Context: an optimization exercise on an open-source flow, tuned for small area, a short achievable clock period and few clock cycles. The choices shown serve that exercise and are no tape-out recipe. Where RTL was checked, it was by simulation tests only, not by an equivalence proof against the original. Power figures rest on the tool's default switching activity, not on a simulated workload.

## run 1
==> flow/design.v (excerpt) <==
module mem_ctrl_top (
    input  logic        clk,
    input  logic        rst,
    output logic        ram_write,
    output logic [31:0] ram_addr,
    output logic [7:0]  ram_wdata,
    input  logic [7:0]  ram_rdata,
    input  logic        fetch_req,
    input  logic [31:0] fetch_pc,
    output logic        fetch_valid,
    output logic [31:0] fetch_inst,
    input  logic        load_req,
    input  logic [2:0]  load_op,
    input  logic [31:0] load_addr,
    output logic        load_valid,
    output logic [31:0] load_value,
    input  logic        commit_valid,
    input  logic [31:0] commit_addr,
    input  logic [31:0] commit_data,
    input  logic [1:0]  commit_size,
    output logic        buffer_full,
    input  logic        rollback
);
Size: ~1700 cells after synthesis, roughly 690 flip-flops, roughly 260 I/O pins, roughly 0.026 sq mm of cells after synthesis.
==> flow/config.mk <==
export PLATFORM = sky130hd
export DESIGN_NAME = mem_ctrl_top
export DESIGN_NICKNAME = mem_ctrl_top
export VERILOG_FILES = /design/flow/design.v
export SDC_FILE = /design/flow/constraint.sdc
export NUM_CORES = 4
export LEC_CHECK = 0
export CAP_MARGIN = 20
export CORE_MARGIN = 2
export CORE_UTILIZATION = 40
export SETUP_SLACK_MARGIN = 2.7
export SLEW_MARGIN = 20
==> flow/constraint.sdc <==
create_clock -name core_clock -period 5.0 [get_ports {clk}]
set_input_delay 1.0000 -clock core_clock [delete_from_list [all_inputs] [get_ports {clk}]]
set_output_delay 1.0000 -clock core_clock [all_outputs]
set_load 0.01 [all_outputs]
standard.sh (not shown) runs the stock make flow with config.mk's settings and CLKGATE_MAP_FILE= SYNTH_SCRIPT=/design/flow/synth_recipe.tcl, a recipe that flattens the netlist after the stock synthesis.
==> flow/flow/run.sh <==
#!/bin/bash
# Standard ORFS layout (the standard.sh) with smaller port buffers and
# larger clock-tree sink clusters without dummy loads.
export BUFFER_PORTS_ARGS="-buffer_cell sky130_fd_sc_hd__buf_2"
export CTS_ARGS="-sink_clustering_enable -repair_clock_nets -sink_clustering_size 25 -sink_clustering_max_diameter 80 -dont_use_dummy_load"
bash standard.sh > standard.log 2>&1
Edits applied to the flow inputs when going from run 1 to run 2:
diff --git a/flow/design.v b/flow/design.v
--- a/flow/design.v
+++ b/flow/design.v
@@ -124,43 +124,41 @@
     always_comb begin
         hd_addr = '0;
         hd_data = '0;
         hd_last = '0;
         for (int i = 0; i < SB_N; i++) begin
             hd_addr = hd_addr | ({32{sb_head[i]}} & sb_addr[i]);
             hd_data = hd_data | ({32{sb_head[i]}} & sb_data[i]);
             hd_last = hd_last | ({2{sb_head[i]}} & sb_last[i]);
         end
     end
     logic        st_cont, ld_cont, blk_e;
-    logic        r0, r2, r3, r4, r5, s_go;
+    logic        r2, r3, r4, r5, s_go;
     logic        adv_wi, adv_wo;
-    logic        hit0, lowmiss, restart, inval, s_rst;
+    logic        hit0, restart, inval, s_rst;
     logic        cap_cmp, cap_cur3;
     logic [31:0] addr_inc;
     assign addr_inc = ram_addr + 32'd1;
     always_comb begin
         st_cont = busy && ram_write;
         ld_cont = busy && !ram_write;
         blk_e   = blk && !sb_empty;
         r2      = !busy && s_own && !blk_e && !iss[4] && sb_lt6;
         r3      = !busy && !r2 && !sb_empty;
         r5      = !busy && !r2 && sb_empty && !load_pend && !s_own && sv && !iss[4];
         s_go    = r2 || r5;
         adv_wi  = r2 && iss[3];
         adv_wo  = s_own && iss[4];
         hit0    = sv && !adv_q && (fetch_pc == fa);
         restart = fetch_req && !hit0;
-        lowmiss = !sv || adv_q || (fetch_pc[3:0] != fa[3:0]);
-        r0      = fetch_req && lowmiss && !busy && sb_empty;
-        r4      = !busy && !r2 && sb_empty && load_pend && !r0;
+        r4      = !busy && !r2 && sb_empty && load_pend;
         inval   = commit_valid && !fetch_req && (!s_own || rollback);
         s_rst   = restart || adv_wi || adv_wo || inval || r3 || r4;
         cap_cmp  = ret_v && !ret_ld && cmp_pend && (ret_pid == cmp_pid);
         cap_cur3 = ret_v && !ret_ld && !cap_cmp && (ret_pid == pid) && (ret_lane == 2'd3);
     end
     always_ff @(posedge clk) begin
         if (rst) begin
             sb_head <= SB_N'(1);
             sb_tail <= SB_N'(1);
             sb_cnt  <= '0;
         end else begin
@@ -199,23 +197,23 @@
             s_own     <= 1'b0;
             blk       <= 1'b0;
             adv_q     <= 1'b0;
             cmp_pend  <= 1'b0;
             cmp_live  <= 1'b0;
             cmp_pid   <= 2'd0;
             load_pend <= 1'b0;
         end else begin
             adv_q <= adv_wi;
             if (fetch_req) sv <= 1'b1;
             if (s_rst) begin
-                iss  <= r0 ? 5'd2 : 5'd1;
+                iss  <= 5'd1;
                 got4 <= 1'b0;
                 pid  <= pid + 2'd1;
             end else begin
                 if (s_go) iss <= {iss[3:0], 1'b0};
                 got4 <= got4 || cap_cur3;
             end
             if (fetch_req) begin
                 s_own <= 1'b1;
                 blk   <= !sb_empty;
             end else begin
                 if (adv_wi || adv_wo || rollback) s_own <= 1'b0;
@@ -233,47 +231,42 @@
             if (load_req)            load_pend <= 1'b1;
             if (r4 || rollback)      load_pend <= 1'b0;
         end
     end
     always_ff @(posedge clk) begin
         if (rst) begin
             ram_write <= 1'b0;
             bus_rd    <= 1'b0;
             busy      <= 1'b0;
         end else begin
             ram_write <= st_cont || r3;
-            bus_rd    <= ld_cont || r4 || s_go || r0;
+            bus_rd    <= ld_cont || r4 || s_go;
             if (busy)    busy <= (bus_rem != 2'd1);
             else if (r3) busy <= (hd_last != 2'd0);
             else if (r4) busy <= (op_last(load_op_q) != 2'd0);
             else         busy <= 1'b0;
         end
     end
     always_ff @(posedge clk) begin
         if (r3) begin
             ram_wdata <= hd_data[7:0];
             st_data   <= hd_data[31:8];
         end else begin
             ram_wdata <= st_data[7:0];
             st_data   <= {8'd0, st_data[23:8]};
         end
     end
     always_ff @(posedge clk) begin
-        bus_pid <= r0 ? pid + 2'd1 : pid;
+        bus_pid <= pid;
         ram_addr <= addr_inc;
-        if (r0) begin
-            ram_addr  <= fetch_pc;
-            bus_lane  <= 2'd0;
-            bus_rem   <= 2'd0;
-            bus_ld    <= 1'b0;
-        end else if (busy) begin
+        if (busy) begin
             bus_lv    <= bus_lv && !rollback;
             bus_lane  <= bus_lane + 2'd1;
             bus_rem   <= bus_rem - 2'd1;
         end else if (r3) begin
             ram_addr  <= hd_addr;
             bus_rem   <= hd_last;
         end else if (r4) begin
             ram_addr  <= load_addr_q;
             bus_lane  <= 2'd0;
             bus_rem   <= op_last(load_op_q);
             bus_ld    <= 1'b1;
--- outcome ---
Run 2 vs run 1 — power dissipated by switching net loads dropped by a little under 10%
Run 2 ends up with a per-cell routed wire length that is about 3% lower than in run 1.
Relative to run 1, total power has decreased by 2.7% in run 2.
For run 1, the critical-path cell with the highest stage delay was sky130_fd_sc_hd__or3_4, unlike run 2, where it was sky130_fd_sc_hd__dfxtp_1.
Run 2 vs. run 1: post-synthesis area per instance moved up; fraction of power consumed by combinational cells went down 1.6 points; part of the cycle the worst path needs saw a decrease; detailed-routing iteration count for the pre-antenna-repair pass shrank by 2; share of total power consumed by net switching lost 1.2 points.
Going from run 1 to run 2, clock skew moved up, signed area change from the synthesized netlist to the final layout moved down, global-route wire length before repair moved down.
Taking run 1 as the reference point, the required arrival time at the worst endpoint of run 2 falls by 1430 ps.
Lower post-placement cell count among run 1 and run 2: run 2
Total nets after synthesis: run 2 vs run 1 down about 5.4%
Testbench counts of run 2, summed over its fixed seeds: cycles 65,693.
The RTL of run 1 was laid out without a check of its function.

## what the ideal ports hide
Ports are ideal in the flow. The routed layouts listed here were re-timed in OpenROAD.
Step 1 assumes that a clkbuf_16 drives the clock port and a buf_2 every other input.
Step 2, shift: input delay + t, output delay - t, t = (earliest + latest rising clock arrival at the registers) / 2. This alone moves slack from input paths to output paths.
a / b / c = no drivers / after step 1 / after step 2; a / b = the first two.
| run | t (ns) | slack for setup (ns) | worst data-port slew with drivers (ns) | cell pins on the clock port's net |
|---|---|---|---|---|
| run 1 | 0.606 | 2.543 / 2.530 / 1.924 | 0.11 | 1 |
| run 2 | 0.617 | 2.746 / 2.682 / 2.255 | 0.14 | 1 |
After both steps every run listed still meets setup and hold. The setup slack of run 1, which loses most, moves by -0.013 ns with the drivers and by -0.619 ns with both steps.
